Context: an optimization exercise on an open-source flow, tuned for small area and a short achievable clock period. The choices shown serve that exercise and are no tape-out recipe.
No run shown here included a check of the RTL's function; only the layout flow was run.
Power and IR drop assume default switching activity.

## flow/design.v (module list and top-level ports; edited modules follow where they fit)
// module cpu_alu_shifter: 41 lines
// module cpu_alu: 870 lines
// module cpu_alu_benc: 10 lines
// module cpu_alu_bpp: 11 lines
// module cpu_alu_fa: 10 lines
// module cpu_alu_ha: 9 lines
// module cpu_alu_cpa: 405 lines
module cpu_alu #(
    parameter int WIDTH = pkg_cpu_alu::ALU_WIDTH
) (
    input  logic             clk,
    input  logic             rst,
    input  logic             in_valid,
    input  logic [WIDTH-1:0] a,
    input  logic [WIDTH-1:0] b,
    input  logic [3:0]       oper,
    input  logic [3:0]       flags_in,
    output logic             out_valid,
    output logic [WIDTH-1:0] result,
    output logic [3:0]       flags_out
);
  // ...
==> flow/run.sh <==
#!/bin/bash
# synth_recipe.tcl (not shown) runs the flow's synth.tcl, then flattens the netlist and writes it again
# the make line also repeats each setting of config.mk as NAME=value (left out here)
make -C /OpenROAD-flow-scripts/flow DESIGN_CONFIG=/design/flow/config.mk WORK_HOME=/design/flow/orfs CLKGATE_MAP_FILE= SYNTH_SCRIPT=/design/flow/synth_recipe.tcl finish
==> flow/config.mk <==
export PLATFORM = sky130hd
export DESIGN_NAME = cpu_alu
export DESIGN_NICKNAME = cpu_alu
export VERILOG_FILES = /design/flow/design.v
export SDC_FILE = /design/flow/constraint.sdc
export NUM_CORES = 4
export LEC_CHECK = 0
export CAP_MARGIN = 20
export CORE_MARGIN = 2
export CORE_UTILIZATION = 40
export SETUP_SLACK_MARGIN = 3
export SLEW_MARGIN = 20
export SYNTH_HIERARCHICAL = 1
==> flow/constraint.sdc <==
create_clock -name core_clock -period 11.0 [get_ports {clk}]
set_input_delay 2.2000 -clock core_clock [delete_from_list [all_inputs] [get_ports {clk}]]
set_output_delay 2.2000 -clock core_clock [all_outputs]
set_load 0.01 [all_outputs]
==> qor.txt, run 1 <==
Final setup margin: 2.91 ns
NonClk Buf Share: 14.1%
Critical path class: input port to flip-flop
Setup-failing EPs final: 0
Levels on crit path: 23
Buf/Inv on CP: 4
Netlist cell types: 92
P&R area growth vs syn: 19.2%
Sw Ratio: 53.4%
Area-dominant class: multi-input gates
Post-synthesis mux area share: 10.5%
Commonest cells after routing, fill and taps aside: xnor2_1 (291), fa_1 (192), inv_1 (180)
Max Clock Freq: 0.124 GHz
Net switching power: 2.73 mW
Hold Crit Class: input port to flip-flop
Setup WS pre-CTS: 1.25 ns
Critical path's slowest cell: fa_1
# clock sinks: 36
Outcome: no timing/DRC/antenna violations
Num ports: 112
Post-Syn Area: 21800 sq um
Top cells by count, synth: xnor2_1 (310), fa_1 (212), inv_1 (182)
Final Hold Fails: 0
Seq pwr share: 3.6%
Top cell type's share of synthesized area: 19.5%
CTS H-Tree Depth: 2
Family with the most delay on the worst path: adder cells
Max VDD drop: 0.000319 V
Met1 Track Usage GR: 40.9%
Clkbuf count: 6
==> module cpu_alu, before the edit <==
module cpu_alu #(
    parameter int WIDTH = pkg_cpu_alu::ALU_WIDTH
) (
    input  logic             clk,
    input  logic             rst,
    input  logic             in_valid,
    input  logic [WIDTH-1:0] a,
    input  logic [WIDTH-1:0] b,
    input  logic [3:0]       oper,
    input  logic [3:0]       flags_in,
    output logic             out_valid,
    output logic [WIDTH-1:0] result,
    output logic [3:0]       flags_out
);
    logic             w_mul;
    logic             w_arith;
    logic             w_rsb;
    logic             w_invb;
    logic [WIDTH-1:0] w_add_x;
    logic [WIDTH-1:0] w_add_y;
    logic             w_add_cin;
    logic [WIDTH-1:0] w_row0;
    logic [WIDTH-1:0] w_row1;
    logic [WIDTH-1:0] w_sum;
    logic             w_cout;
    logic             w_sum_zero;
    logic             w_add_v;
    logic [WIDTH-1:0] w_sh_result;
    logic             w_sh_c;
    logic [WIDTH-1:0] w_other;
    logic [WIDTH-1:0] w_result;
    logic [3:0]       w_flags;
    logic [15:0]      bone;
    logic [15:0]      btwo;
    logic [15:0]      bneg;
    logic             r_valid;
    logic [WIDTH-1:0] r_result;
    logic [3:0]       r_flags;
    assign w_mul   = (oper == OP_MUL);
    assign w_arith = (oper <= OP_RSB);
    assign w_rsb   = (oper == OP_RSB);
    assign w_invb  = (oper == OP_SUB) || (oper == OP_SBC);
    always_comb begin
        w_add_x   = '0;
        w_add_y   = '0;
        w_add_cin = 1'b0;
        if (w_arith) begin
            w_add_x   = w_rsb ? b : a;
            w_add_y   = w_rsb ? ~a : (w_invb ? ~b : b);
            w_add_cin = (oper == OP_SUB) || w_rsb || (oper[0] && flags_in[FLAG_C]);
        end
    end
    cpu_alu_benc u_benc0 (.i_b({b[1], b[0], 1'b0}), .o_one(bone[0]), .o_two(btwo[0]), .o_neg(bneg[0]));
    cpu_alu_benc u_benc1 (.i_b({b[3], b[2], b[1]}), .o_one(bone[1]), .o_two(btwo[1]), .o_neg(bneg[1]));
    cpu_alu_benc u_benc2 (.i_b({b[5], b[4], b[3]}), .o_one(bone[2]), .o_two(btwo[2]), .o_neg(bneg[2]));
    cpu_alu_benc u_benc3 (.i_b({b[7], b[6], b[5]}), .o_one(bone[3]), .o_two(btwo[3]), .o_neg(bneg[3]));
    cpu_alu_benc u_benc4 (.i_b({b[9], b[8], b[7]}), .o_one(bone[4]), .o_two(btwo[4]), .o_neg(bneg[4]));
    cpu_alu_benc u_benc5 (.i_b({b[11], b[10], b[9]}), .o_one(bone[5]), .o_two(btwo[5]), .o_neg(bneg[5]));
    cpu_alu_benc u_benc6 (.i_b({b[13], b[12], b[11]}), .o_one(bone[6]), .o_two(btwo[6]), .o_neg(bneg[6]));
    cpu_alu_benc u_benc7 (.i_b({b[15], b[14], b[13]}), .o_one(bone[7]), .o_two(btwo[7]), .o_neg(bneg[7]));
    cpu_alu_benc u_benc8 (.i_b({b[17], b[16], b[15]}), .o_one(bone[8]), .o_two(btwo[8]), .o_neg(bneg[8]));
    cpu_alu_benc u_benc9 (.i_b({b[19], b[18], b[17]}), .o_one(bone[9]), .o_two(btwo[9]), .o_neg(bneg[9]));
    cpu_alu_benc u_benc10 (.i_b({b[21], b[20], b[19]}), .o_one(bone[10]), .o_two(btwo[10]), .o_neg(bneg[10]));
    cpu_alu_benc u_benc11 (.i_b({b[23], b[22], b[21]}), .o_one(bone[11]), .o_two(btwo[11]), .o_neg(bneg[11]));
    cpu_alu_benc u_benc12 (.i_b({b[25], b[24], b[23]}), .o_one(bone[12]), .o_two(btwo[12]), .o_neg(bneg[12]));
    cpu_alu_benc u_benc13 (.i_b({b[27], b[26], b[25]}), .o_one(bone[13]), .o_two(btwo[13]), .o_neg(bneg[13]));
    cpu_alu_benc u_benc14 (.i_b({b[29], b[28], b[27]}), .o_one(bone[14]), .o_two(btwo[14]), .o_neg(bneg[14]));
    cpu_alu_benc u_benc15 (.i_b({b[31], b[30], b[29]}), .o_one(bone[15]), .o_two(btwo[15]), .o_neg(bneg[15]));
    logic [31:0] pp0;
    cpu_alu_bpp #(.N(32)) u_bpp0 (.i_a(a[31:0]), .i_one(bone[0]), .i_two(btwo[0]), .i_neg(bneg[0]), .o_pp(pp0));
    logic [29:0] pp1;
    cpu_alu_bpp #(.N(30)) u_bpp1 (.i_a(a[29:0]), .i_one(bone[1]), .i_two(btwo[1]), .i_neg(bneg[1]), .o_pp(pp1));
    logic [27:0] pp2;
    cpu_alu_bpp #(.N(28)) u_bpp2 (.i_a(a[27:0]), .i_one(bone[2]), .i_two(btwo[2]), .i_neg(bneg[2]), .o_pp(pp2));
    logic [25:0] pp3;
    cpu_alu_bpp #(.N(26)) u_bpp3 (.i_a(a[25:0]), .i_one(bone[3]), .i_two(btwo[3]), .i_neg(bneg[3]), .o_pp(pp3));
    logic [23:0] pp4;
    cpu_alu_bpp #(.N(24)) u_bpp4 (.i_a(a[23:0]), .i_one(bone[4]), .i_two(btwo[4]), .i_neg(bneg[4]), .o_pp(pp4));
    logic [21:0] pp5;
    cpu_alu_bpp #(.N(22)) u_bpp5 (.i_a(a[21:0]), .i_one(bone[5]), .i_two(btwo[5]), .i_neg(bneg[5]), .o_pp(pp5));
    logic [19:0] pp6;
    cpu_alu_bpp #(.N(20)) u_bpp6 (.i_a(a[19:0]), .i_one(bone[6]), .i_two(btwo[6]), .i_neg(bneg[6]), .o_pp(pp6));
    logic [17:0] pp7;
    cpu_alu_bpp #(.N(18)) u_bpp7 (.i_a(a[17:0]), .i_one(bone[7]), .i_two(btwo[7]), .i_neg(bneg[7]), .o_pp(pp7));
    logic [15:0] pp8;
    cpu_alu_bpp #(.N(16)) u_bpp8 (.i_a(a[15:0]), .i_one(bone[8]), .i_two(btwo[8]), .i_neg(bneg[8]), .o_pp(pp8));
    logic [13:0] pp9;
    cpu_alu_bpp #(.N(14)) u_bpp9 (.i_a(a[13:0]), .i_one(bone[9]), .i_two(btwo[9]), .i_neg(bneg[9]), .o_pp(pp9));
    logic [11:0] pp10;
    cpu_alu_bpp #(.N(12)) u_bpp10 (.i_a(a[11:0]), .i_one(bone[10]), .i_two(btwo[10]), .i_neg(bneg[10]), .o_pp(pp10));
    logic [9:0] pp11;
    cpu_alu_bpp #(.N(10)) u_bpp11 (.i_a(a[9:0]), .i_one(bone[11]), .i_two(btwo[11]), .i_neg(bneg[11]), .o_pp(pp11));
    logic [7:0] pp12;
    cpu_alu_bpp #(.N(8)) u_bpp12 (.i_a(a[7:0]), .i_one(bone[12]), .i_two(btwo[12]), .i_neg(bneg[12]), .o_pp(pp12));
    logic [5:0] pp13;
    cpu_alu_bpp #(.N(6)) u_bpp13 (.i_a(a[5:0]), .i_one(bone[13]), .i_two(btwo[13]), .i_neg(bneg[13]), .o_pp(pp13));
    logic [3:0] pp14;
    cpu_alu_bpp #(.N(4)) u_bpp14 (.i_a(a[3:0]), .i_one(bone[14]), .i_two(btwo[14]), .i_neg(bneg[14]), .o_pp(pp14));
    logic [1:0] pp15;
    cpu_alu_bpp #(.N(2)) u_bpp15 (.i_a(a[1:0]), .i_one(bone[15]), .i_two(btwo[15]), .i_neg(bneg[15]), .o_pp(pp15));
    logic hs0;
    logic hc0;
    logic hs1;
    logic hc1;
    logic fs0;
    logic fc0;
    logic hs2;
    logic hc2;
    logic fs1;
    logic fc1;
    logic hs3;
    logic hc3;
    logic fs2;
    logic fc2;
    logic fs3;
    logic fc3;
    logic hs4;
    logic hc4;
    logic fs4;
    logic fc4;
    logic fs5;
    logic fc5;
    logic hs5;
    logic hc5;
    logic fs6;
    logic fc6;
    logic fs7;
    logic fc7;
    logic fs8;
    logic fc8;
    logic hs6;
    logic hc6;
    logic fs9;
    logic fc9;
    logic fs10;
    logic fc10;
    logic fs11;
    logic fc11;
    logic hs7;
    logic hc7;
    logic hs8;
    logic hc8;
    logic hs9;
    logic hc9;
    logic fs12;
    logic fc12;
    logic hs10;
    logic hc10;
    logic fs13;
    logic fc13;
    logic hs11;
    logic hc11;
    logic fs14;
    logic fc14;
    logic fs15;
    logic fc15;
    logic hs12;
    logic hc12;
    logic fs16;
    logic fc16;
    logic fs17;
    logic fc17;
    logic hs13;
    logic hc13;
    logic fs18;
    logic fc18;
    logic fs19;
    logic fc19;
    logic fs20;
    logic fc20;
    logic hs14;
    logic hc14;
    logic fs21;
    logic fc21;
    logic fs22;
    logic fc22;
    logic fs23;
    logic fc23;
    logic hs15;
    logic hc15;
    logic fs24;
    logic fc24;
    logic fs25;
    logic fc25;
    logic fs26;
    logic fc26;
    logic fs27;
    logic fc27;
    logic fs28;
    logic fc28;
    logic fs29;
    logic fc29;
    logic fs30;
    logic fc30;
    logic fs31;
    logic fc31;
    logic fs32;
    logic fc32;
    logic fs33;
    logic fc33;
    logic fs34;
    logic fc34;
    logic fs35;
    logic fc35;
    logic fs36;
    logic fc36;
    logic fs37;
    logic fc37;
    logic fs38;
    logic fc38;
    logic fs39;
    logic fc39;
    logic fs40;
    logic fc40;
    logic fs41;
    logic fc41;
    logic fs42;
    logic fc42;
    logic fs43;
    logic fc43;
    logic fs44;
    logic fc44;
    logic fs45;
    logic fc45;
    logic fs46;
    logic fc46;
    logic fs47;
    logic fc47;
    logic fs48;
    logic fc48;
    logic fs49;
    logic fc49;
    logic fs50;
    logic fc50;
    logic fs51;
    logic fc51;
    logic fs52;
    logic fc52;
    logic fs53;
    logic fc53;
    logic fs54;
    logic fc54;
    logic fs55;
    logic fc55;
    logic hs16;
    logic hc16;
    logic hs17;
    logic hc17;
    logic fs56;
    logic fc56;
    logic hs18;
    logic hc18;
    logic fs57;
    logic fc57;
    logic hs19;
    logic hc19;
    logic fs58;
    logic fc58;
    logic fs59;
    logic fc59;
    logic hs20;
    logic hc20;
    logic fs60;
    logic fc60;
    logic fs61;
    logic fc61;
    logic hs21;
    logic hc21;
    logic fs62;
    logic fc62;
    logic fs63;
    logic fc63;
    logic fs64;
    logic fc64;
    logic fs65;
    logic fc65;
    logic fs66;
    logic fc66;
    logic fs67;
    logic fc67;
    logic fs68;
    logic fc68;
    logic fs69;
    logic fc69;
    logic fs70;
    logic fc70;
    logic fs71;
    logic fc71;
    logic fs72;
    logic fc72;
    logic fs73;
    logic fc73;
    logic fs74;
    logic fc74;
    logic fs75;
    logic fc75;
    logic fs76;
    logic fc76;
    logic fs77;
    logic fc77;
    logic fs78;
    logic fc78;
    logic fs79;
    logic fc79;
    logic fs80;
    logic fc80;
    logic fs81;
    logic fc81;
    logic fs82;
    logic fc82;
    logic fs83;
    logic fc83;
    logic fs84;
    logic fc84;
    logic fs85;
    logic fc85;
    logic fs86;
    logic fc86;
    logic fs87;
    logic fc87;
    logic fs88;
    logic fc88;
    logic fs89;
    logic fc89;
    logic fs90;
    logic fc90;
    logic fs91;
    logic fc91;
    logic fs92;
    logic fc92;
    logic fs93;
    logic fc93;
    logic fs94;
    logic fc94;
    logic fs95;
    logic fc95;
    logic fs96;
    logic fc96;
    logic fs97;
    logic fc97;
    logic fs98;
    logic fc98;
    logic fs99;
    logic fc99;
    logic fs100;
    logic fc100;
    logic fs101;
    logic fc101;
    logic fs102;
    logic fc102;
    logic fs103;
    logic fc103;
    logic fs104;
    logic fc104;
    logic fs105;
    logic fc105;
    logic fs106;
    logic fc106;
    logic fs107;
    logic fc107;
    logic fs108;
    logic fc108;
    logic fs109;
    logic fc109;
    logic hs22;
    logic hc22;
    logic hs23;
    logic hc23;
    logic fs110;
    logic fc110;
    logic hs24;
    logic hc24;
    logic fs111;
    logic fc111;
    logic hs25;
    logic hc25;
    logic fs112;
    logic fc112;
    logic fs113;
    logic fc113;
    logic fs114;
    logic fc114;
    logic fs115;
    logic fc115;
    logic fs116;
    logic fc116;
    logic fs117;
    logic fc117;
    logic fs118;
    logic fc118;
    logic fs119;
    logic fc119;
    logic fs120;
    logic fc120;
    logic fs121;
    logic fc121;
    logic fs122;
    logic fc122;
    logic fs123;
    logic fc123;
    logic fs124;
    logic fc124;
    logic fs125;
    logic fc125;
    logic fs126;
    logic fc126;
    logic fs127;
    logic fc127;
    logic fs128;
    logic fc128;
    logic fs129;
    logic fc129;
    logic fs130;
    logic fc130;
    logic fs131;
    logic fc131;
    logic fs132;
    logic fc132;
    logic fs133;
    logic fc133;
    logic fs134;
    logic fc134;
    logic fs135;
    logic fc135;
    logic fs136;
    logic fc136;
    logic fs137;
    logic fc137;
    logic fs138;
    logic fc138;
    logic fs139;
    logic fc139;
    logic fs140;
    logic fc140;
    logic fs141;
    logic fc141;
    logic fs142;
    logic fc142;
    logic fs143;
    logic fc143;
    logic fs144;
    logic fc144;
    logic fs145;
    logic fc145;
    logic fs146;
    logic fc146;
    logic fs147;
    logic fc147;
    logic fs148;
    logic fc148;
    logic fs149;
    logic fc149;
    logic fs150;
    logic fc150;
    logic fs151;
    logic fc151;
    logic fs152;
    logic fc152;
    logic fs153;
    logic fc153;
    logic fs154;
    logic fc154;
    logic fs155;
    logic fc155;
    logic hs26;
    logic hc26;
    logic hs27;
    logic hc27;
    logic fs156;
    logic fc156;
    logic fs157;
    logic fc157;
    logic fs158;
    logic fc158;
    logic fs159;
    logic fc159;
    logic fs160;
    logic fc160;
    logic fs161;
    logic fc161;
    logic fs162;
    logic fc162;
    logic fs163;
    logic fc163;
    logic fs164;
    logic fc164;
    logic fs165;
    logic fc165;
    logic fs166;
    logic fc166;
    logic fs167;
    logic fc167;
    logic fs168;
    logic fc168;
    logic fs169;
    logic fc169;
    logic fs170;
    logic fc170;
    logic fs171;
    logic fc171;
    logic fs172;
    logic fc172;
    logic fs173;
    logic fc173;
    logic fs174;
    logic fc174;
    logic fs175;
    logic fc175;
    logic fs176;
    logic fc176;
    logic fs177;
    logic fc177;
    logic fs178;
    logic fc178;
    logic fs179;
    logic fc179;
    logic fs180;
    logic fc180;
    logic fs181;
    logic fc181;
    logic hs28;
    logic hc28;
    logic hs29;
    logic hc29;
    logic fs182;
    logic fc182;
    logic fs183;
    logic fc183;
    logic fs184;
    logic fc184;
    logic fs185;
    logic fc185;
    logic fs186;
    logic fc186;
    logic fs187;
    logic fc187;
    logic fs188;
    logic fc188;
    logic fs189;
    logic fc189;
    logic fs190;
    logic fc190;
    logic fs191;
    logic fc191;
    logic fs192;
    logic fc192;
    logic fs193;
    logic fc193;
    logic fs194;
    logic fc194;
    logic fs195;
    logic fc195;
    logic fs196;
    logic fc196;
    logic fs197;
    logic fc197;
    logic fs198;
    logic fc198;
    logic fs199;
    logic fc199;
    logic fs200;
    logic fc200;
    logic fs201;
    logic fc201;
    logic fs202;
    logic fc202;
    logic fs203;
    logic fc203;
    logic fs204;
    logic fc204;
    logic fs205;
    logic fc205;
    logic fs206;
    logic fc206;
    logic fs207;
    logic fc207;
    logic fs208;
    logic fc208;
    logic fs209;
    logic fc209;
    cpu_alu_ha u_ha0 (.i_a(bneg[12]), .i_b(pp0[24]), .o_s(hs0), .o_c(hc0));
    cpu_alu_ha u_ha1 (.i_a(pp0[25]), .i_b(pp10[5]), .o_s(hs1), .o_c(hc1));
    cpu_alu_fa u_fa0 (.i_a(bneg[13]), .i_b(pp0[26]), .i_c(pp10[6]), .o_s(fs0), .o_c(fc0));
    cpu_alu_ha u_ha2 (.i_a(pp11[4]), .i_b(pp12[2]), .o_s(hs2), .o_c(hc2));
    cpu_alu_fa u_fa1 (.i_a(pp0[27]), .i_b(pp10[7]), .i_c(pp11[5]), .o_s(fs1), .o_c(fc1));
    cpu_alu_ha u_ha3 (.i_a(pp12[3]), .i_b(pp13[1]), .o_s(hs3), .o_c(hc3));
    cpu_alu_fa u_fa2 (.i_a(bneg[14]), .i_b(pp0[28]), .i_c(pp10[8]), .o_s(fs2), .o_c(fc2));
    cpu_alu_fa u_fa3 (.i_a(pp11[6]), .i_b(pp12[4]), .i_c(pp13[2]), .o_s(fs3), .o_c(fc3));
    cpu_alu_ha u_ha4 (.i_a(pp14[0]), .i_b(pp1[26]), .o_s(hs4), .o_c(hc4));
    cpu_alu_fa u_fa4 (.i_a(pp0[29]), .i_b(pp10[9]), .i_c(pp11[7]), .o_s(fs4), .o_c(fc4));
    cpu_alu_fa u_fa5 (.i_a(pp12[5]), .i_b(pp13[3]), .i_c(pp14[1]), .o_s(fs5), .o_c(fc5));
    cpu_alu_ha u_ha5 (.i_a(pp1[27]), .i_b(pp2[25]), .o_s(hs5), .o_c(hc5));
    cpu_alu_fa u_fa6 (.i_a(bneg[15]), .i_b(pp0[30]), .i_c(pp10[10]), .o_s(fs6), .o_c(fc6));
    cpu_alu_fa u_fa7 (.i_a(pp11[8]), .i_b(pp12[6]), .i_c(pp13[4]), .o_s(fs7), .o_c(fc7));
    cpu_alu_fa u_fa8 (.i_a(pp14[2]), .i_b(pp15[0]), .i_c(pp1[28]), .o_s(fs8), .o_c(fc8));
    cpu_alu_ha u_ha6 (.i_a(pp2[26]), .i_b(pp3[24]), .o_s(hs6), .o_c(hc6));
    cpu_alu_fa u_fa9 (.i_a(pp0[31]), .i_b(pp10[11]), .i_c(pp11[9]), .o_s(fs9), .o_c(fc9));
    cpu_alu_fa u_fa10 (.i_a(pp12[7]), .i_b(pp13[5]), .i_c(pp14[3]), .o_s(fs10), .o_c(fc10));
    cpu_alu_fa u_fa11 (.i_a(pp15[1]), .i_b(pp1[29]), .i_c(pp2[27]), .o_s(fs11), .o_c(fc11));
    cpu_alu_ha u_ha7 (.i_a(pp3[25]), .i_b(pp4[23]), .o_s(hs7), .o_c(hc7));
    cpu_alu_ha u_ha8 (.i_a(bneg[8]), .i_b(pp0[16]), .o_s(hs8), .o_c(hc8));
    cpu_alu_ha u_ha9 (.i_a(pp0[17]), .i_b(pp1[15]), .o_s(hs9), .o_c(hc9));
    cpu_alu_fa u_fa12 (.i_a(bneg[9]), .i_b(pp0[18]), .i_c(pp1[16]), .o_s(fs12), .o_c(fc12));
    cpu_alu_ha u_ha10 (.i_a(pp2[14]), .i_b(pp3[12]), .o_s(hs10), .o_c(hc10));
    cpu_alu_fa u_fa13 (.i_a(pp0[19]), .i_b(pp1[17]), .i_c(pp2[15]), .o_s(fs13), .o_c(fc13));
    cpu_alu_ha u_ha11 (.i_a(pp3[13]), .i_b(pp4[11]), .o_s(hs11), .o_c(hc11));
    cpu_alu_fa u_fa14 (.i_a(bneg[10]), .i_b(pp0[20]), .i_c(pp10[0]), .o_s(fs14), .o_c(fc14));
    cpu_alu_fa u_fa15 (.i_a(pp1[18]), .i_b(pp2[16]), .i_c(pp3[14]), .o_s(fs15), .o_c(fc15));
    cpu_alu_ha u_ha12 (.i_a(pp4[12]), .i_b(pp5[10]), .o_s(hs12), .o_c(hc12));
    cpu_alu_fa u_fa16 (.i_a(pp0[21]), .i_b(pp10[1]), .i_c(pp1[19]), .o_s(fs16), .o_c(fc16));
    cpu_alu_fa u_fa17 (.i_a(pp2[17]), .i_b(pp3[15]), .i_c(pp4[13]), .o_s(fs17), .o_c(fc17));
    cpu_alu_ha u_ha13 (.i_a(pp5[11]), .i_b(pp6[9]), .o_s(hs13), .o_c(hc13));
    cpu_alu_fa u_fa18 (.i_a(bneg[11]), .i_b(pp0[22]), .i_c(pp10[2]), .o_s(fs18), .o_c(fc18));
    cpu_alu_fa u_fa19 (.i_a(pp11[0]), .i_b(pp1[20]), .i_c(pp2[18]), .o_s(fs19), .o_c(fc19));
    cpu_alu_fa u_fa20 (.i_a(pp3[16]), .i_b(pp4[14]), .i_c(pp5[12]), .o_s(fs20), .o_c(fc20));
    cpu_alu_ha u_ha14 (.i_a(pp6[10]), .i_b(pp7[8]), .o_s(hs14), .o_c(hc14));
    cpu_alu_fa u_fa21 (.i_a(pp0[23]), .i_b(pp10[3]), .i_c(pp11[1]), .o_s(fs21), .o_c(fc21));
    cpu_alu_fa u_fa22 (.i_a(pp1[21]), .i_b(pp2[19]), .i_c(pp3[17]), .o_s(fs22), .o_c(fc22));
    cpu_alu_fa u_fa23 (.i_a(pp4[15]), .i_b(pp5[13]), .i_c(pp6[11]), .o_s(fs23), .o_c(fc23));
    cpu_alu_ha u_ha15 (.i_a(pp7[9]), .i_b(pp8[7]), .o_s(hs15), .o_c(hc15));
    cpu_alu_fa u_fa24 (.i_a(pp10[4]), .i_b(pp11[2]), .i_c(pp12[0]), .o_s(fs24), .o_c(fc24));
    cpu_alu_fa u_fa25 (.i_a(pp1[22]), .i_b(pp2[20]), .i_c(pp3[18]), .o_s(fs25), .o_c(fc25));
    cpu_alu_fa u_fa26 (.i_a(pp4[16]), .i_b(pp5[14]), .i_c(pp6[12]), .o_s(fs26), .o_c(fc26));
    cpu_alu_fa u_fa27 (.i_a(pp7[10]), .i_b(pp8[8]), .i_c(pp9[6]), .o_s(fs27), .o_c(fc27));
    cpu_alu_fa u_fa28 (.i_a(pp11[3]), .i_b(pp12[1]), .i_c(pp1[23]), .o_s(fs28), .o_c(fc28));
    cpu_alu_fa u_fa29 (.i_a(pp2[21]), .i_b(pp3[19]), .i_c(pp4[17]), .o_s(fs29), .o_c(fc29));
    cpu_alu_fa u_fa30 (.i_a(pp5[15]), .i_b(pp6[13]), .i_c(pp7[11]), .o_s(fs30), .o_c(fc30));
    cpu_alu_fa u_fa31 (.i_a(pp8[9]), .i_b(pp9[7]), .i_c(hc0), .o_s(fs31), .o_c(fc31));
    cpu_alu_fa u_fa32 (.i_a(pp13[0]), .i_b(pp1[24]), .i_c(pp2[22]), .o_s(fs32), .o_c(fc32));
    cpu_alu_fa u_fa33 (.i_a(pp3[20]), .i_b(pp4[18]), .i_c(pp5[16]), .o_s(fs33), .o_c(fc33));
    cpu_alu_fa u_fa34 (.i_a(pp6[14]), .i_b(pp7[12]), .i_c(pp8[10]), .o_s(fs34), .o_c(fc34));
    cpu_alu_fa u_fa35 (.i_a(pp9[8]), .i_b(hc1), .i_c(hs2), .o_s(fs35), .o_c(fc35));
    cpu_alu_fa u_fa36 (.i_a(pp1[25]), .i_b(pp2[23]), .i_c(pp3[21]), .o_s(fs36), .o_c(fc36));
    cpu_alu_fa u_fa37 (.i_a(pp4[19]), .i_b(pp5[17]), .i_c(pp6[15]), .o_s(fs37), .o_c(fc37));
    cpu_alu_fa u_fa38 (.i_a(pp7[13]), .i_b(pp8[11]), .i_c(pp9[9]), .o_s(fs38), .o_c(fc38));
    cpu_alu_fa u_fa39 (.i_a(hc2), .i_b(hs3), .i_c(fc0), .o_s(fs39), .o_c(fc39));
    cpu_alu_fa u_fa40 (.i_a(pp2[24]), .i_b(pp3[22]), .i_c(pp4[20]), .o_s(fs40), .o_c(fc40));
    cpu_alu_fa u_fa41 (.i_a(pp5[18]), .i_b(pp6[16]), .i_c(pp7[14]), .o_s(fs41), .o_c(fc41));
    cpu_alu_fa u_fa42 (.i_a(pp8[12]), .i_b(pp9[10]), .i_c(hc3), .o_s(fs42), .o_c(fc42));
    cpu_alu_fa u_fa43 (.i_a(hs4), .i_b(fc1), .i_c(fs2), .o_s(fs43), .o_c(fc43));
    cpu_alu_fa u_fa44 (.i_a(pp3[23]), .i_b(pp4[21]), .i_c(pp5[19]), .o_s(fs44), .o_c(fc44));
    cpu_alu_fa u_fa45 (.i_a(pp6[17]), .i_b(pp7[15]), .i_c(pp8[13]), .o_s(fs45), .o_c(fc45));
    cpu_alu_fa u_fa46 (.i_a(pp9[11]), .i_b(hc4), .i_c(hs5), .o_s(fs46), .o_c(fc46));
    cpu_alu_fa u_fa47 (.i_a(fc2), .i_b(fc3), .i_c(fs4), .o_s(fs47), .o_c(fc47));
    cpu_alu_fa u_fa48 (.i_a(pp4[22]), .i_b(pp5[20]), .i_c(pp6[18]), .o_s(fs48), .o_c(fc48));
    cpu_alu_fa u_fa49 (.i_a(pp7[16]), .i_b(pp8[14]), .i_c(pp9[12]), .o_s(fs49), .o_c(fc49));
    cpu_alu_fa u_fa50 (.i_a(hc5), .i_b(hs6), .i_c(fc4), .o_s(fs50), .o_c(fc50));
    cpu_alu_fa u_fa51 (.i_a(fc5), .i_b(fs6), .i_c(fs7), .o_s(fs51), .o_c(fc51));
    cpu_alu_fa u_fa52 (.i_a(pp5[21]), .i_b(pp6[19]), .i_c(pp7[17]), .o_s(fs52), .o_c(fc52));
    cpu_alu_fa u_fa53 (.i_a(pp8[15]), .i_b(pp9[13]), .i_c(hc6), .o_s(fs53), .o_c(fc53));
    cpu_alu_fa u_fa54 (.i_a(hs7), .i_b(fc6), .i_c(fc7), .o_s(fs54), .o_c(fc54));
    cpu_alu_fa u_fa55 (.i_a(fc8), .i_b(fs10), .i_c(fs11), .o_s(fs55), .o_c(fc55));
    cpu_alu_ha u_ha16 (.i_a(bneg[5]), .i_b(pp0[10]), .o_s(hs16), .o_c(hc16));
    cpu_alu_ha u_ha17 (.i_a(pp0[11]), .i_b(pp1[9]), .o_s(hs17), .o_c(hc17));
    cpu_alu_fa u_fa56 (.i_a(bneg[6]), .i_b(pp0[12]), .i_c(pp1[10]), .o_s(fs56), .o_c(fc56));
    cpu_alu_ha u_ha18 (.i_a(pp2[8]), .i_b(pp3[6]), .o_s(hs18), .o_c(hc18));
    cpu_alu_fa u_fa57 (.i_a(pp0[13]), .i_b(pp1[11]), .i_c(pp2[9]), .o_s(fs57), .o_c(fc57));
    cpu_alu_ha u_ha19 (.i_a(pp3[7]), .i_b(pp4[5]), .o_s(hs19), .o_c(hc19));
    cpu_alu_fa u_fa58 (.i_a(bneg[7]), .i_b(pp0[14]), .i_c(pp1[12]), .o_s(fs58), .o_c(fc58));
    cpu_alu_fa u_fa59 (.i_a(pp2[10]), .i_b(pp3[8]), .i_c(pp4[6]), .o_s(fs59), .o_c(fc59));
    cpu_alu_ha u_ha20 (.i_a(pp5[4]), .i_b(pp6[2]), .o_s(hs20), .o_c(hc20));
    cpu_alu_fa u_fa60 (.i_a(pp0[15]), .i_b(pp1[13]), .i_c(pp2[11]), .o_s(fs60), .o_c(fc60));
    cpu_alu_fa u_fa61 (.i_a(pp3[9]), .i_b(pp4[7]), .i_c(pp5[5]), .o_s(fs61), .o_c(fc61));
    cpu_alu_ha u_ha21 (.i_a(pp6[3]), .i_b(pp7[1]), .o_s(hs21), .o_c(hc21));
    cpu_alu_fa u_fa62 (.i_a(pp1[14]), .i_b(pp2[12]), .i_c(pp3[10]), .o_s(fs62), .o_c(fc62));
    cpu_alu_fa u_fa63 (.i_a(pp4[8]), .i_b(pp5[6]), .i_c(pp6[4]), .o_s(fs63), .o_c(fc63));
    cpu_alu_fa u_fa64 (.i_a(pp7[2]), .i_b(pp8[0]), .i_c(hs8), .o_s(fs64), .o_c(fc64));
    cpu_alu_fa u_fa65 (.i_a(pp2[13]), .i_b(pp3[11]), .i_c(pp4[9]), .o_s(fs65), .o_c(fc65));
    cpu_alu_fa u_fa66 (.i_a(pp5[7]), .i_b(pp6[5]), .i_c(pp7[3]), .o_s(fs66), .o_c(fc66));
    cpu_alu_fa u_fa67 (.i_a(pp8[1]), .i_b(hc8), .i_c(hs9), .o_s(fs67), .o_c(fc67));
    cpu_alu_fa u_fa68 (.i_a(pp4[10]), .i_b(pp5[8]), .i_c(pp6[6]), .o_s(fs68), .o_c(fc68));
    cpu_alu_fa u_fa69 (.i_a(pp7[4]), .i_b(pp8[2]), .i_c(pp9[0]), .o_s(fs69), .o_c(fc69));
    cpu_alu_fa u_fa70 (.i_a(hc9), .i_b(hs10), .i_c(fs12), .o_s(fs70), .o_c(fc70));
    cpu_alu_fa u_fa71 (.i_a(pp5[9]), .i_b(pp6[7]), .i_c(pp7[5]), .o_s(fs71), .o_c(fc71));
    cpu_alu_fa u_fa72 (.i_a(pp8[3]), .i_b(pp9[1]), .i_c(hc10), .o_s(fs72), .o_c(fc72));
    cpu_alu_fa u_fa73 (.i_a(hs11), .i_b(fc12), .i_c(fs13), .o_s(fs73), .o_c(fc73));
    cpu_alu_fa u_fa74 (.i_a(pp6[8]), .i_b(pp7[6]), .i_c(pp8[4]), .o_s(fs74), .o_c(fc74));
    cpu_alu_fa u_fa75 (.i_a(pp9[2]), .i_b(hc11), .i_c(hs12), .o_s(fs75), .o_c(fc75));
    cpu_alu_fa u_fa76 (.i_a(fc13), .i_b(fs14), .i_c(fs15), .o_s(fs76), .o_c(fc76));
    cpu_alu_fa u_fa77 (.i_a(pp7[7]), .i_b(pp8[5]), .i_c(pp9[3]), .o_s(fs77), .o_c(fc77));
    cpu_alu_fa u_fa78 (.i_a(hc12), .i_b(hs13), .i_c(fc14), .o_s(fs78), .o_c(fc78));
    cpu_alu_fa u_fa79 (.i_a(fc15), .i_b(fs16), .i_c(fs17), .o_s(fs79), .o_c(fc79));
    cpu_alu_fa u_fa80 (.i_a(pp8[6]), .i_b(pp9[4]), .i_c(hc13), .o_s(fs80), .o_c(fc80));
    cpu_alu_fa u_fa81 (.i_a(hs14), .i_b(fc16), .i_c(fc17), .o_s(fs81), .o_c(fc81));
    cpu_alu_fa u_fa82 (.i_a(fs18), .i_b(fs19), .i_c(fs20), .o_s(fs82), .o_c(fc82));
    cpu_alu_fa u_fa83 (.i_a(pp9[5]), .i_b(hc14), .i_c(hs15), .o_s(fs83), .o_c(fc83));
    cpu_alu_fa u_fa84 (.i_a(fc18), .i_b(fc19), .i_c(fc20), .o_s(fs84), .o_c(fc84));
    cpu_alu_fa u_fa85 (.i_a(fs21), .i_b(fs22), .i_c(fs23), .o_s(fs85), .o_c(fc85));
    cpu_alu_fa u_fa86 (.i_a(hc15), .i_b(hs0), .i_c(fc21), .o_s(fs86), .o_c(fc86));
    cpu_alu_fa u_fa87 (.i_a(fc22), .i_b(fc23), .i_c(fs24), .o_s(fs87), .o_c(fc87));
    cpu_alu_fa u_fa88 (.i_a(fs25), .i_b(fs26), .i_c(fs27), .o_s(fs88), .o_c(fc88));
    cpu_alu_fa u_fa89 (.i_a(hs1), .i_b(fc24), .i_c(fc25), .o_s(fs89), .o_c(fc89));
    cpu_alu_fa u_fa90 (.i_a(fc26), .i_b(fc27), .i_c(fs28), .o_s(fs90), .o_c(fc90));
    cpu_alu_fa u_fa91 (.i_a(fs29), .i_b(fs30), .i_c(fs31), .o_s(fs91), .o_c(fc91));
    cpu_alu_fa u_fa92 (.i_a(fc28), .i_b(fc29), .i_c(fc30), .o_s(fs92), .o_c(fc92));
    cpu_alu_fa u_fa93 (.i_a(fs0), .i_b(fs32), .i_c(fs33), .o_s(fs93), .o_c(fc93));
    cpu_alu_fa u_fa94 (.i_a(fs34), .i_b(fc31), .i_c(fs35), .o_s(fs94), .o_c(fc94));
    cpu_alu_fa u_fa95 (.i_a(fc32), .i_b(fc33), .i_c(fc34), .o_s(fs95), .o_c(fc95));
    cpu_alu_fa u_fa96 (.i_a(fs1), .i_b(fs36), .i_c(fs37), .o_s(fs96), .o_c(fc96));
    cpu_alu_fa u_fa97 (.i_a(fs38), .i_b(fc35), .i_c(fs39), .o_s(fs97), .o_c(fc97));
    cpu_alu_fa u_fa98 (.i_a(fc36), .i_b(fc37), .i_c(fc38), .o_s(fs98), .o_c(fc98));
    cpu_alu_fa u_fa99 (.i_a(fs3), .i_b(fs40), .i_c(fs41), .o_s(fs99), .o_c(fc99));
    cpu_alu_fa u_fa100 (.i_a(fs42), .i_b(fc39), .i_c(fs43), .o_s(fs100), .o_c(fc100));
    cpu_alu_fa u_fa101 (.i_a(fc40), .i_b(fc41), .i_c(fs44), .o_s(fs101), .o_c(fc101));
    cpu_alu_fa u_fa102 (.i_a(fs45), .i_b(fs5), .i_c(fc42), .o_s(fs102), .o_c(fc102));
    cpu_alu_fa u_fa103 (.i_a(fs46), .i_b(fc43), .i_c(fs47), .o_s(fs103), .o_c(fc103));
    cpu_alu_fa u_fa104 (.i_a(fc44), .i_b(fc45), .i_c(fs48), .o_s(fs104), .o_c(fc104));
    cpu_alu_fa u_fa105 (.i_a(fs49), .i_b(fs8), .i_c(fc46), .o_s(fs105), .o_c(fc105));
    cpu_alu_fa u_fa106 (.i_a(fc47), .i_b(fs50), .i_c(fs51), .o_s(fs106), .o_c(fc106));
    cpu_alu_fa u_fa107 (.i_a(fc48), .i_b(fc49), .i_c(fs52), .o_s(fs107), .o_c(fc107));
    cpu_alu_fa u_fa108 (.i_a(fs9), .i_b(fs53), .i_c(fc50), .o_s(fs108), .o_c(fc108));
    cpu_alu_fa u_fa109 (.i_a(fc51), .i_b(fs54), .i_c(fs55), .o_s(fs109), .o_c(fc109));
    cpu_alu_ha u_ha22 (.i_a(bneg[3]), .i_b(pp0[6]), .o_s(hs22), .o_c(hc22));
    cpu_alu_ha u_ha23 (.i_a(pp0[7]), .i_b(pp1[5]), .o_s(hs23), .o_c(hc23));
    cpu_alu_fa u_fa110 (.i_a(bneg[4]), .i_b(pp0[8]), .i_c(pp1[6]), .o_s(fs110), .o_c(fc110));
    cpu_alu_ha u_ha24 (.i_a(pp2[4]), .i_b(pp3[2]), .o_s(hs24), .o_c(hc24));
    cpu_alu_fa u_fa111 (.i_a(pp0[9]), .i_b(pp1[7]), .i_c(pp2[5]), .o_s(fs111), .o_c(fc111));
    cpu_alu_ha u_ha25 (.i_a(pp3[3]), .i_b(pp4[1]), .o_s(hs25), .o_c(hc25));
    cpu_alu_fa u_fa112 (.i_a(pp1[8]), .i_b(pp2[6]), .i_c(pp3[4]), .o_s(fs112), .o_c(fc112));
    cpu_alu_fa u_fa113 (.i_a(pp4[2]), .i_b(pp5[0]), .i_c(hs16), .o_s(fs113), .o_c(fc113));
    cpu_alu_fa u_fa114 (.i_a(pp2[7]), .i_b(pp3[5]), .i_c(pp4[3]), .o_s(fs114), .o_c(fc114));
    cpu_alu_fa u_fa115 (.i_a(pp5[1]), .i_b(hc16), .i_c(hs17), .o_s(fs115), .o_c(fc115));
    cpu_alu_fa u_fa116 (.i_a(pp4[4]), .i_b(pp5[2]), .i_c(pp6[0]), .o_s(fs116), .o_c(fc116));
    cpu_alu_fa u_fa117 (.i_a(hc17), .i_b(hs18), .i_c(fs56), .o_s(fs117), .o_c(fc117));
    cpu_alu_fa u_fa118 (.i_a(pp5[3]), .i_b(pp6[1]), .i_c(hc18), .o_s(fs118), .o_c(fc118));
    cpu_alu_fa u_fa119 (.i_a(hs19), .i_b(fc56), .i_c(fs57), .o_s(fs119), .o_c(fc119));
    cpu_alu_fa u_fa120 (.i_a(pp7[0]), .i_b(hc19), .i_c(hs20), .o_s(fs120), .o_c(fc120));
    cpu_alu_fa u_fa121 (.i_a(fc57), .i_b(fs58), .i_c(fs59), .o_s(fs121), .o_c(fc121));
    cpu_alu_fa u_fa122 (.i_a(hc20), .i_b(hs21), .i_c(fc58), .o_s(fs122), .o_c(fc122));
    cpu_alu_fa u_fa123 (.i_a(fc59), .i_b(fs60), .i_c(fs61), .o_s(fs123), .o_c(fc123));
    cpu_alu_fa u_fa124 (.i_a(hc21), .i_b(fc60), .i_c(fc61), .o_s(fs124), .o_c(fc124));
    cpu_alu_fa u_fa125 (.i_a(fs62), .i_b(fs63), .i_c(fs64), .o_s(fs125), .o_c(fc125));
    cpu_alu_fa u_fa126 (.i_a(fc62), .i_b(fc63), .i_c(fs65), .o_s(fs126), .o_c(fc126));
    cpu_alu_fa u_fa127 (.i_a(fs66), .i_b(fc64), .i_c(fs67), .o_s(fs127), .o_c(fc127));
    cpu_alu_fa u_fa128 (.i_a(fc65), .i_b(fc66), .i_c(fs68), .o_s(fs128), .o_c(fc128));
    cpu_alu_fa u_fa129 (.i_a(fs69), .i_b(fc67), .i_c(fs70), .o_s(fs129), .o_c(fc129));
    cpu_alu_fa u_fa130 (.i_a(fc68), .i_b(fc69), .i_c(fs71), .o_s(fs130), .o_c(fc130));
    cpu_alu_fa u_fa131 (.i_a(fs72), .i_b(fc70), .i_c(fs73), .o_s(fs131), .o_c(fc131));
    cpu_alu_fa u_fa132 (.i_a(fc71), .i_b(fs74), .i_c(fc72), .o_s(fs132), .o_c(fc132));
    cpu_alu_fa u_fa133 (.i_a(fs75), .i_b(fc73), .i_c(fs76), .o_s(fs133), .o_c(fc133));
    cpu_alu_fa u_fa134 (.i_a(fc74), .i_b(fs77), .i_c(fc75), .o_s(fs134), .o_c(fc134));
    cpu_alu_fa u_fa135 (.i_a(fc76), .i_b(fs78), .i_c(fs79), .o_s(fs135), .o_c(fc135));
    cpu_alu_fa u_fa136 (.i_a(fc77), .i_b(fs80), .i_c(fc78), .o_s(fs136), .o_c(fc136));
    cpu_alu_fa u_fa137 (.i_a(fc79), .i_b(fs81), .i_c(fs82), .o_s(fs137), .o_c(fc137));
    cpu_alu_fa u_fa138 (.i_a(fc80), .i_b(fs83), .i_c(fc81), .o_s(fs138), .o_c(fc138));
    cpu_alu_fa u_fa139 (.i_a(fc82), .i_b(fs84), .i_c(fs85), .o_s(fs139), .o_c(fc139));
    cpu_alu_fa u_fa140 (.i_a(fc83), .i_b(fc84), .i_c(fc85), .o_s(fs140), .o_c(fc140));
    cpu_alu_fa u_fa141 (.i_a(fs86), .i_b(fs87), .i_c(fs88), .o_s(fs141), .o_c(fc141));
    cpu_alu_fa u_fa142 (.i_a(fc86), .i_b(fc87), .i_c(fc88), .o_s(fs142), .o_c(fc142));
    cpu_alu_fa u_fa143 (.i_a(fs89), .i_b(fs90), .i_c(fs91), .o_s(fs143), .o_c(fc143));
    cpu_alu_fa u_fa144 (.i_a(fc89), .i_b(fc90), .i_c(fs92), .o_s(fs144), .o_c(fc144));
    cpu_alu_fa u_fa145 (.i_a(fs93), .i_b(fc91), .i_c(fs94), .o_s(fs145), .o_c(fc145));
    cpu_alu_fa u_fa146 (.i_a(fc92), .i_b(fc93), .i_c(fs95), .o_s(fs146), .o_c(fc146));
    cpu_alu_fa u_fa147 (.i_a(fs96), .i_b(fc94), .i_c(fs97), .o_s(fs147), .o_c(fc147));
    cpu_alu_fa u_fa148 (.i_a(fc95), .i_b(fc96), .i_c(fs98), .o_s(fs148), .o_c(fc148));
    cpu_alu_fa u_fa149 (.i_a(fs99), .i_b(fc97), .i_c(fs100), .o_s(fs149), .o_c(fc149));
    cpu_alu_fa u_fa150 (.i_a(fc98), .i_b(fc99), .i_c(fs101), .o_s(fs150), .o_c(fc150));
    cpu_alu_fa u_fa151 (.i_a(fs102), .i_b(fc100), .i_c(fs103), .o_s(fs151), .o_c(fc151));
    cpu_alu_fa u_fa152 (.i_a(fc101), .i_b(fs104), .i_c(fc102), .o_s(fs152), .o_c(fc152));
    cpu_alu_fa u_fa153 (.i_a(fs105), .i_b(fc103), .i_c(fs106), .o_s(fs153), .o_c(fc153));
    cpu_alu_fa u_fa154 (.i_a(fc104), .i_b(fs107), .i_c(fc105), .o_s(fs154), .o_c(fc154));
    cpu_alu_fa u_fa155 (.i_a(fs108), .i_b(fc106), .i_c(fs109), .o_s(fs155), .o_c(fc155));
    cpu_alu_ha u_ha26 (.i_a(bneg[2]), .i_b(pp0[4]), .o_s(hs26), .o_c(hc26));
    cpu_alu_ha u_ha27 (.i_a(pp0[5]), .i_b(pp1[3]), .o_s(hs27), .o_c(hc27));
    cpu_alu_fa u_fa156 (.i_a(pp1[4]), .i_b(pp2[2]), .i_c(pp3[0]), .o_s(fs156), .o_c(fc156));
    cpu_alu_fa u_fa157 (.i_a(pp2[3]), .i_b(pp3[1]), .i_c(hc22), .o_s(fs157), .o_c(fc157));
    cpu_alu_fa u_fa158 (.i_a(pp4[0]), .i_b(hc23), .i_c(hs24), .o_s(fs158), .o_c(fc158));
    cpu_alu_fa u_fa159 (.i_a(hc24), .i_b(hs25), .i_c(fc110), .o_s(fs159), .o_c(fc159));
    cpu_alu_fa u_fa160 (.i_a(hc25), .i_b(fc111), .i_c(fs112), .o_s(fs160), .o_c(fc160));
    cpu_alu_fa u_fa161 (.i_a(fc112), .i_b(fs114), .i_c(fc113), .o_s(fs161), .o_c(fc161));
    cpu_alu_fa u_fa162 (.i_a(fc114), .i_b(fs116), .i_c(fc115), .o_s(fs162), .o_c(fc162));
    cpu_alu_fa u_fa163 (.i_a(fc116), .i_b(fs118), .i_c(fc117), .o_s(fs163), .o_c(fc163));
    cpu_alu_fa u_fa164 (.i_a(fc118), .i_b(fs120), .i_c(fc119), .o_s(fs164), .o_c(fc164));
    cpu_alu_fa u_fa165 (.i_a(fc120), .i_b(fc121), .i_c(fs122), .o_s(fs165), .o_c(fc165));
    cpu_alu_fa u_fa166 (.i_a(fc122), .i_b(fc123), .i_c(fs124), .o_s(fs166), .o_c(fc166));
    cpu_alu_fa u_fa167 (.i_a(fc124), .i_b(fs126), .i_c(fc125), .o_s(fs167), .o_c(fc167));
    cpu_alu_fa u_fa168 (.i_a(fc126), .i_b(fs128), .i_c(fc127), .o_s(fs168), .o_c(fc168));
    cpu_alu_fa u_fa169 (.i_a(fc128), .i_b(fs130), .i_c(fc129), .o_s(fs169), .o_c(fc169));
    cpu_alu_fa u_fa170 (.i_a(fc130), .i_b(fs132), .i_c(fc131), .o_s(fs170), .o_c(fc170));
    cpu_alu_fa u_fa171 (.i_a(fc132), .i_b(fs134), .i_c(fc133), .o_s(fs171), .o_c(fc171));
    cpu_alu_fa u_fa172 (.i_a(fc134), .i_b(fs136), .i_c(fc135), .o_s(fs172), .o_c(fc172));
    cpu_alu_fa u_fa173 (.i_a(fc136), .i_b(fs138), .i_c(fc137), .o_s(fs173), .o_c(fc173));
    cpu_alu_fa u_fa174 (.i_a(fc138), .i_b(fc139), .i_c(fs140), .o_s(fs174), .o_c(fc174));
    cpu_alu_fa u_fa175 (.i_a(fc140), .i_b(fc141), .i_c(fs142), .o_s(fs175), .o_c(fc175));
    cpu_alu_fa u_fa176 (.i_a(fc142), .i_b(fs144), .i_c(fc143), .o_s(fs176), .o_c(fc176));
    cpu_alu_fa u_fa177 (.i_a(fc144), .i_b(fs146), .i_c(fc145), .o_s(fs177), .o_c(fc177));
    cpu_alu_fa u_fa178 (.i_a(fc146), .i_b(fs148), .i_c(fc147), .o_s(fs178), .o_c(fc178));
    cpu_alu_fa u_fa179 (.i_a(fc148), .i_b(fs150), .i_c(fc149), .o_s(fs179), .o_c(fc179));
    cpu_alu_fa u_fa180 (.i_a(fc150), .i_b(fs152), .i_c(fc151), .o_s(fs180), .o_c(fc180));
    cpu_alu_fa u_fa181 (.i_a(fc152), .i_b(fs154), .i_c(fc153), .o_s(fs181), .o_c(fc181));
    cpu_alu_ha u_ha28 (.i_a(bneg[1]), .i_b(pp0[2]), .o_s(hs28), .o_c(hc28));
    cpu_alu_ha u_ha29 (.i_a(pp0[3]), .i_b(pp1[1]), .o_s(hs29), .o_c(hc29));
    cpu_alu_fa u_fa182 (.i_a(pp1[2]), .i_b(pp2[0]), .i_c(hs26), .o_s(fs182), .o_c(fc182));
    cpu_alu_fa u_fa183 (.i_a(pp2[1]), .i_b(hc26), .i_c(hs27), .o_s(fs183), .o_c(fc183));
    cpu_alu_fa u_fa184 (.i_a(hc27), .i_b(hs22), .i_c(fs156), .o_s(fs184), .o_c(fc184));
    cpu_alu_fa u_fa185 (.i_a(hs23), .i_b(fc156), .i_c(fs157), .o_s(fs185), .o_c(fc185));
    cpu_alu_fa u_fa186 (.i_a(fs110), .i_b(fc157), .i_c(fs158), .o_s(fs186), .o_c(fc186));
    cpu_alu_fa u_fa187 (.i_a(fs111), .i_b(fc158), .i_c(fs159), .o_s(fs187), .o_c(fc187));
    cpu_alu_fa u_fa188 (.i_a(fs113), .i_b(fc159), .i_c(fs160), .o_s(fs188), .o_c(fc188));
    cpu_alu_fa u_fa189 (.i_a(fs115), .i_b(fc160), .i_c(fs161), .o_s(fs189), .o_c(fc189));
    cpu_alu_fa u_fa190 (.i_a(fs117), .i_b(fc161), .i_c(fs162), .o_s(fs190), .o_c(fc190));
    cpu_alu_fa u_fa191 (.i_a(fs119), .i_b(fc162), .i_c(fs163), .o_s(fs191), .o_c(fc191));
    cpu_alu_fa u_fa192 (.i_a(fs121), .i_b(fc163), .i_c(fs164), .o_s(fs192), .o_c(fc192));
    cpu_alu_fa u_fa193 (.i_a(fs123), .i_b(fc164), .i_c(fs165), .o_s(fs193), .o_c(fc193));
    cpu_alu_fa u_fa194 (.i_a(fs125), .i_b(fc165), .i_c(fs166), .o_s(fs194), .o_c(fc194));
    cpu_alu_fa u_fa195 (.i_a(fs127), .i_b(fc166), .i_c(fs167), .o_s(fs195), .o_c(fc195));
    cpu_alu_fa u_fa196 (.i_a(fs129), .i_b(fc167), .i_c(fs168), .o_s(fs196), .o_c(fc196));
    cpu_alu_fa u_fa197 (.i_a(fs131), .i_b(fc168), .i_c(fs169), .o_s(fs197), .o_c(fc197));
    cpu_alu_fa u_fa198 (.i_a(fs133), .i_b(fc169), .i_c(fs170), .o_s(fs198), .o_c(fc198));
    cpu_alu_fa u_fa199 (.i_a(fs135), .i_b(fc170), .i_c(fs171), .o_s(fs199), .o_c(fc199));
    cpu_alu_fa u_fa200 (.i_a(fs137), .i_b(fc171), .i_c(fs172), .o_s(fs200), .o_c(fc200));
    cpu_alu_fa u_fa201 (.i_a(fs139), .i_b(fc172), .i_c(fs173), .o_s(fs201), .o_c(fc201));
    cpu_alu_fa u_fa202 (.i_a(fs141), .i_b(fc173), .i_c(fs174), .o_s(fs202), .o_c(fc202));
    cpu_alu_fa u_fa203 (.i_a(fs143), .i_b(fc174), .i_c(fs175), .o_s(fs203), .o_c(fc203));
    cpu_alu_fa u_fa204 (.i_a(fs145), .i_b(fc175), .i_c(fs176), .o_s(fs204), .o_c(fc204));
    cpu_alu_fa u_fa205 (.i_a(fs147), .i_b(fc176), .i_c(fs177), .o_s(fs205), .o_c(fc205));
    cpu_alu_fa u_fa206 (.i_a(fs149), .i_b(fc177), .i_c(fs178), .o_s(fs206), .o_c(fc206));
    cpu_alu_fa u_fa207 (.i_a(fs151), .i_b(fc178), .i_c(fs179), .o_s(fs207), .o_c(fc207));
    cpu_alu_fa u_fa208 (.i_a(fs153), .i_b(fc179), .i_c(fs180), .o_s(fs208), .o_c(fc208));
    cpu_alu_fa u_fa209 (.i_a(fs155), .i_b(fc180), .i_c(fs181), .o_s(fs209), .o_c(fc209));
    assign w_row0 = {fc208, fc207, fc206, fc205, fc204, fc203, fc202, fc201, fc200, fc199, fc198, fc197, fc196, fc195, fc194, fc193, fc192, fc191, fc190, fc189, fc188, fc187, fc186, fc185, fc184, fc183, fc182, hc29, hc28, pp1[0], pp0[1], bneg[0]};
    assign w_row1 = {fs209, fs208, fs207, fs206, fs205, fs204, fs203, fs202, fs201, fs200, fs199, fs198, fs197, fs196, fs195, fs194, fs193, fs192, fs191, fs190, fs189, fs188, fs187, fs186, fs185, fs184, fs183, fs182, hs29, hs28, 1'b0, pp0[0]};
    cpu_alu_cpa u_cpa (
        .i_x    ((w_row0 & {WIDTH{w_mul}}) | w_add_x),
        .i_y    ((w_row1 & {WIDTH{w_mul}}) | w_add_y),
        .i_cin  (w_add_cin),
        .o_sum  (w_sum),
        .o_cout (w_cout),
        .o_zero (w_sum_zero)
    );
    assign w_add_v = (w_add_x[WIDTH-1] == w_add_y[WIDTH-1]) && (w_sum[WIDTH-1] != w_add_x[WIDTH-1]);
    cpu_alu_shifter u_shifter (
        .i_a      (a),
        .i_b      (b),
        .i_op     (oper),
        .i_c      (flags_in[FLAG_C]),
        .o_result (w_sh_result),
        .o_c      (w_sh_c)
    );
    always_comb begin
        case (oper)
            OP_AND:  w_other = a & b;
            OP_ORR:  w_other = a | b;
            OP_XOR:  w_other = a ^ b;
            OP_BIC:  w_other = a & ~b;
            OP_CPY:  w_other = b;
            default: w_other = w_sh_result;
        endcase
    end
    assign w_result = (w_arith || w_mul) ? w_sum : w_other;
    always_comb begin
        w_flags = flags_in;
        if (w_arith) begin
            w_flags[FLAG_C] = w_cout;
            w_flags[FLAG_V] = w_add_v;
        end else if (oper >= OP_LSL && oper <= OP_ROR) begin
            w_flags[FLAG_C] = w_sh_c;
        end
        w_flags[FLAG_Z] = (w_arith || w_mul) ? w_sum_zero : (w_other == '0);
        w_flags[FLAG_N] = w_result[WIDTH-1];
    end
    always_ff @(posedge clk) begin
        r_valid  <= in_valid && !rst;
        r_result <= w_result;
        r_flags  <= w_flags;
    end
    assign out_valid = r_valid;
    assign result    = r_result;
    assign flags_out = r_flags;
endmodule
==> run 2: changes to the inputs <==
--- a/flow/design.v
+++ b/flow/design.v
@@ -86,16 +86,17 @@
     logic             w_invb;
     logic [WIDTH-1:0] w_add_x;
     logic [WIDTH-1:0] w_add_y;
     logic             w_add_cin;
     logic [WIDTH-1:0] w_row0;
     logic [WIDTH-1:0] w_row1;
     logic [WIDTH-1:0] w_sum;
     logic             w_cout;
+    logic             w_c31;
     logic             w_sum_zero;
     logic             w_add_v;
     logic [WIDTH-1:0] w_sh_result;
     logic             w_sh_c;
     logic [WIDTH-1:0] w_other;
     logic [WIDTH-1:0] w_result;
     logic [3:0]       w_flags;
     logic [15:0]      bone;
@@ -103,26 +104,19 @@
     logic [15:0]      bneg;
     logic             r_valid;
     logic [WIDTH-1:0] r_result;
     logic [3:0]       r_flags;
     assign w_mul   = (oper == OP_MUL);
     assign w_arith = (oper <= OP_RSB);
     assign w_rsb   = (oper == OP_RSB);
     assign w_invb  = (oper == OP_SUB) || (oper == OP_SBC);
-    always_comb begin
-        w_add_x   = '0;
-        w_add_y   = '0;
-        w_add_cin = 1'b0;
-        if (w_arith) begin
-            w_add_x   = w_rsb ? b : a;
-            w_add_y   = w_rsb ? ~a : (w_invb ? ~b : b);
-            w_add_cin = (oper == OP_SUB) || w_rsb || (oper[0] && flags_in[FLAG_C]);
-        end
-    end
+    assign w_add_x   = a ^ {WIDTH{w_rsb}};
+    assign w_add_y   = b ^ {WIDTH{w_invb}};
+    assign w_add_cin = (oper == OP_SUB) || w_rsb || (oper[0] && flags_in[FLAG_C]);
     cpu_alu_benc u_benc0 (.i_b({b[1], b[0], 1'b0}), .o_one(bone[0]), .o_two(btwo[0]), .o_neg(bneg[0]));
     cpu_alu_benc u_benc1 (.i_b({b[3], b[2], b[1]}), .o_one(bone[1]), .o_two(btwo[1]), .o_neg(bneg[1]));
     cpu_alu_benc u_benc2 (.i_b({b[5], b[4], b[3]}), .o_one(bone[2]), .o_two(btwo[2]), .o_neg(bneg[2]));
     cpu_alu_benc u_benc3 (.i_b({b[7], b[6], b[5]}), .o_one(bone[3]), .o_two(btwo[3]), .o_neg(bneg[3]));
     cpu_alu_benc u_benc4 (.i_b({b[9], b[8], b[7]}), .o_one(bone[4]), .o_two(btwo[4]), .o_neg(bneg[4]));
     cpu_alu_benc u_benc5 (.i_b({b[11], b[10], b[9]}), .o_one(bone[5]), .o_two(btwo[5]), .o_neg(bneg[5]));
     cpu_alu_benc u_benc6 (.i_b({b[13], b[12], b[11]}), .o_one(bone[6]), .o_two(btwo[6]), .o_neg(bneg[6]));
     cpu_alu_benc u_benc7 (.i_b({b[15], b[14], b[13]}), .o_one(bone[7]), .o_two(btwo[7]), .o_neg(bneg[7]));
@@ -884,24 +878,25 @@
     cpu_alu_fa u_fa205 (.i_a(fs147), .i_b(fc176), .i_c(fs177), .o_s(fs205), .o_c(fc205));
     cpu_alu_fa u_fa206 (.i_a(fs149), .i_b(fc177), .i_c(fs178), .o_s(fs206), .o_c(fc206));
     cpu_alu_fa u_fa207 (.i_a(fs151), .i_b(fc178), .i_c(fs179), .o_s(fs207), .o_c(fc207));
     cpu_alu_fa u_fa208 (.i_a(fs153), .i_b(fc179), .i_c(fs180), .o_s(fs208), .o_c(fc208));
     cpu_alu_fa u_fa209 (.i_a(fs155), .i_b(fc180), .i_c(fs181), .o_s(fs209), .o_c(fc209));
     assign w_row0 = {fc208, fc207, fc206, fc205, fc204, fc203, fc202, fc201, fc200, fc199, fc198, fc197, fc196, fc195, fc194, fc193, fc192, fc191, fc190, fc189, fc188, fc187, fc186, fc185, fc184, fc183, fc182, hc29, hc28, pp1[0], pp0[1], bneg[0]};
     assign w_row1 = {fs209, fs208, fs207, fs206, fs205, fs204, fs203, fs202, fs201, fs200, fs199, fs198, fs197, fs196, fs195, fs194, fs193, fs192, fs191, fs190, fs189, fs188, fs187, fs186, fs185, fs184, fs183, fs182, hs29, hs28, 1'b0, pp0[0]};
     cpu_alu_cpa u_cpa (
-        .i_x    ((w_row0 & {WIDTH{w_mul}}) | w_add_x),
-        .i_y    ((w_row1 & {WIDTH{w_mul}}) | w_add_y),
-        .i_cin  (w_add_cin),
+        .i_x    (w_mul ? w_row0 : w_add_x),
+        .i_y    (w_mul ? w_row1 : w_add_y),
+        .i_cin  (w_add_cin && !w_mul),
         .o_sum  (w_sum),
         .o_cout (w_cout),
+        .o_c31  (w_c31),
         .o_zero (w_sum_zero)
     );
-    assign w_add_v = (w_add_x[WIDTH-1] == w_add_y[WIDTH-1]) && (w_sum[WIDTH-1] != w_add_x[WIDTH-1]);
+    assign w_add_v = (w_add_x[WIDTH-1] == w_add_y[WIDTH-1]) && (w_c31 != w_add_x[WIDTH-1]);
     cpu_alu_shifter u_shifter (
         .i_a      (a),
         .i_b      (b),
         .i_op     (oper),
         .i_c      (flags_in[FLAG_C]),
         .o_result (w_sh_result),
         .o_c      (w_sh_c)
     );
@@ -977,16 +972,17 @@
     assign o_c = i_a & i_b;
 endmodule
 module cpu_alu_cpa (
     input  logic [31:0] i_x,
     input  logic [31:0] i_y,
     input  logic        i_cin,
     output logic [31:0] o_sum,
     output logic        o_cout,
+    output logic        o_c31,
     output logic        o_zero
 );
     logic [31:0] g;
     logic [31:0] p;
     logic [31:0] c;
     assign g = (i_x & i_y) | {31'd0, (i_x[0] | i_y[0]) & i_cin};
     assign p = i_x ^ i_y;
     logic pg0, pp0;
@@ -1374,10 +1370,11 @@
     assign pg127 = pg111 | (pp111 & pg95);
     assign pp127 = pp111 & pp95;
     logic pg128, pp128;
     assign pg128 = pg112 | (pp112 & pg96);
     assign pp128 = pp112 & pp96;
     assign c = {pg128, pg127, pg126, pg125, pg124, pg123, pg122, pg121, pg120, pg119, pg118, pg117, pg116, pg115, pg114, pg113, pg96, pg95, pg94, pg93, pg92, pg91, pg90, pg89, pg64, pg63, pg62, pg61, pg32, pg31, pg0, g[0]};
     assign o_sum  = p ^ {c[30:0], i_cin};
     assign o_cout = c[31];
+    assign o_c31  = c[30];
     assign o_zero = ~|((i_x ^ i_y) ^ {i_x[30:0] | i_y[30:0], i_cin});
 endmodule
==> flow/config.mk (replaced) <==
export PLATFORM = sky130hd
export DESIGN_NAME = cpu_alu
export DESIGN_NICKNAME = cpu_alu
export VERILOG_FILES = /design/flow/design.v
export SDC_FILE = /design/flow/constraint.sdc
export NUM_CORES = 4
export LEC_CHECK = 0
export CAP_MARGIN = 20
export CORE_MARGIN = 2
export CORE_UTILIZATION = 60
export SETUP_SLACK_MARGIN = 3
export SLEW_MARGIN = 20
export SYNTH_HIERARCHICAL = 1
==> run 2 against run 1 <==
  * Sequential cell count is the same
  * Total power shrank 6.9%
  * Die area shrank 32%
  * Via count shrank 2.4%
  * Clock power grew 6%
  * Hold slack gained 0.0094 ns
  * Synthesized cell count grew 1.8%
  * Largest cell class unchanged
==> qor.txt, run 2 <==
Outcome: no timing/DRC/antenna violations (unchanged)
Num ports: 112 (unchanged)
Commonest cells after routing, fill and taps aside: xnor2_1 (367), fa_1 (206), nand2_1 (194) (was xnor2_1 (291), fa_1 (192), inv_1 (180))
Max Clock Freq: 0.127 GHz (was 0.124 GHz)
GPL Wtd Cong: 0.963 (was 0.966)
Family with the most delay on the worst path: adder cells (unchanged)
Hold Crit Class: input port to flip-flop (unchanged)
Drt pass-1 iters: 6 (was 7)
Buf/Inv on CP: 3 (was 4)
# clock sinks: 36 (unchanged)
Post-Syn Area: 21900 sq um (was 21800 sq um)
Tmin final: 7.89 ns (was 8.09 ns)
Setup WS pre-CTS: 1.37 ns (was 1.25 ns)
Critical path class: input port to flip-flop (unchanged)
Worst setup path end: r_flags[0] (unchanged)
Top cells by count, synth: xnor2_1 (375), fa_1 (212), nand2_1 (194) (was xnor2_1 (310), fa_1 (212), inv_1 (182))
Die X-Extent: 195 um (was 237 um)
Critical path launch point type: input port (unchanged)
Initial DRC Count: 2497 (was 2645)
Critical path's slowest cell: fa_2 (was fa_1)
Die Span Y: 195 um (was 237 um)
Netlist cell types: 97 (was 92)
DIE AREA: 38100 sq um (was 56300 sq um)
Setup-failing EPs final: 0 (unchanged)
Fin. max-slew vios: 0 (unchanged)
Final setup margin: 3.11 ns (was 2.91 ns)
Via count: 20401 (was 20893)
Top cell type's share of synthesized area: 19.4% (was 19.5%)
Hold path start: rst (unchanged)
Final Hold Fails: 0 (unchanged)
Cells after Synth: 2436 (was 2394)
P&R area growth vs syn: 11.1% (was 19.2%)
Levels on crit path: 21 (was 23)
Final core occ: 67.2% (was 48.2%)
==> run 2: cell types whose count changed after synthesis, moves of 20 or more <==
| cell | before | now |
|---|---|---|
| xnor2_1 | 310 | 375 |
| nand2_1 | 136 | 194 |
| a22oi_1 | 166 | 124 |
| inv_1 | 182 | 145 |
| xor2_1 | 69 | 32 |
| a222oi_1 | 31 | 11 |
==> run 2: worst min path at each step <==
stage / slack [ns] / end
3_3_place_gp: 2.74 / r_valid
2_1_floorplan: 2.27 / r_valid
5_1_grt: 2.48 / r_valid
6_report: 2.46 / r_valid
3_5_place_dp: 2.75 / r_valid
4_1_cts: 2.46 / r_valid
==> run 2: cell families after synthesis <==
kind of cell / after synthesis / share of synthesized area [%]
AO/OA/AOI/OAI: 672 / 24.6
XOR/XNOR: 409 / 16.4
adder cells (fa/ha/maj): 340 / 26.7
buffers and inverters: 365 / 9.05
flip-flops: 36 / 3.29
multiplexers: 183 / 10.6
other: 1 / 0.0171
AND/OR/NAND/NOR: 430 / 9.34
==> run 2: layout make-up <==
type / count / area, sq um
clock inverter: 1 / 30.0
sequential: 36 / 721
tap: 468 / 586
inverter: 147 / 552
fill: 3002 / 11900
clock buffer: 7 / 153
timing repair buffer: 252 / 2460
multi-input combinational: 2037 / 19900
==> run 2: timing repair <==
item	4_1_cts	5_1_grt
pin swaps	20	22
setup endpoints to repair	23	13
resized for setup	147	130
buffers inserted	51	8
gates cloned	1	2
==> run 2: stage by stage <==
| stage | hold WS [ns] | cells |
|---|---|---|
| 6_report | 2.46 | 2948 |
| 5_1_grt | 2.48 | 2948 |
| 4_1_cts | 2.46 | 2938 |
| 3_5_place_dp | 2.75 | 2878 |
| 3_3_place_gp | 2.74 | 2878 |
| 2_1_floorplan | 2.27 | 2438 |
==> run 2: per-module statistics from Yosys, one instance, submodules excluded, excerpt <==
module | flops+latches | cells | times used | cell area [sq um]
cpu_alu_benc | 0 | 5 | 16 | 38.8
cpu_alu_cpa | 0 | 418 | 1 | 2930
cpu_alu | 36 | 701 | 1 | 4780
cpu_alu_fa | 0 | 1 | 210 | 20.0
cpu_alu_ha | 0 | 1 | 30 | 12.5
cpu_alu_shifter | 0 | 370 | 1 | 3200
==> run 2: where the power goes <==
group	switching (mW)	internal, mW
clock	0.0474	0.119
sequential	0.0116	0.176
combinational	2.48	1.93
total	2.54	2.22
==> run 2: layer usage <==
metal,vias to the layer above,routed length (um),GRT usage (%),share of wire (%)
li1,8698,-,-,-
met1,10094,32900,58.1,40
met2,1362,36500,65.6,44
met3,247,8670,6.74,11
met4,0,4100,18.7,5.0
met5,-,0,0,0

==> port drivers added, routing unchanged <==
In the flow no input, the clock included, has a driving cell. The finished layouts below were timed again as built, in two steps. Step 1, drivers: a clkbuf_16 drives clk and a buf_2 each remaining input, both assumed. Step 2 adds t to the input delays and takes it off the output delays; t is the mean of the earliest and latest rising clock arrival at the registers after step 1. Input paths then give back, and output paths get back, about the clock's delay inside the block. a / b / c = ideal ports / drivers / drivers and shift; a / b = the first two.
run	t, ns	setup slack, ns	clock arrival spread, ns	slew at the worst register clock pin (ns)	worst data-port slew with drivers (ns)
run 1	0.298	2.912 / 2.891 / 2.593	0.004 / 0.004	0.05 / 0.05	0.19
run 2	0.308	3.111 / 3.117 / 2.809	0.002 / 0.002	0.05 / 0.05	0.06
After both steps every run listed still meets setup and hold. The setup slack of run 1, which loses most, moves by -0.021 ns with the drivers and by -0.319 ns with both steps.
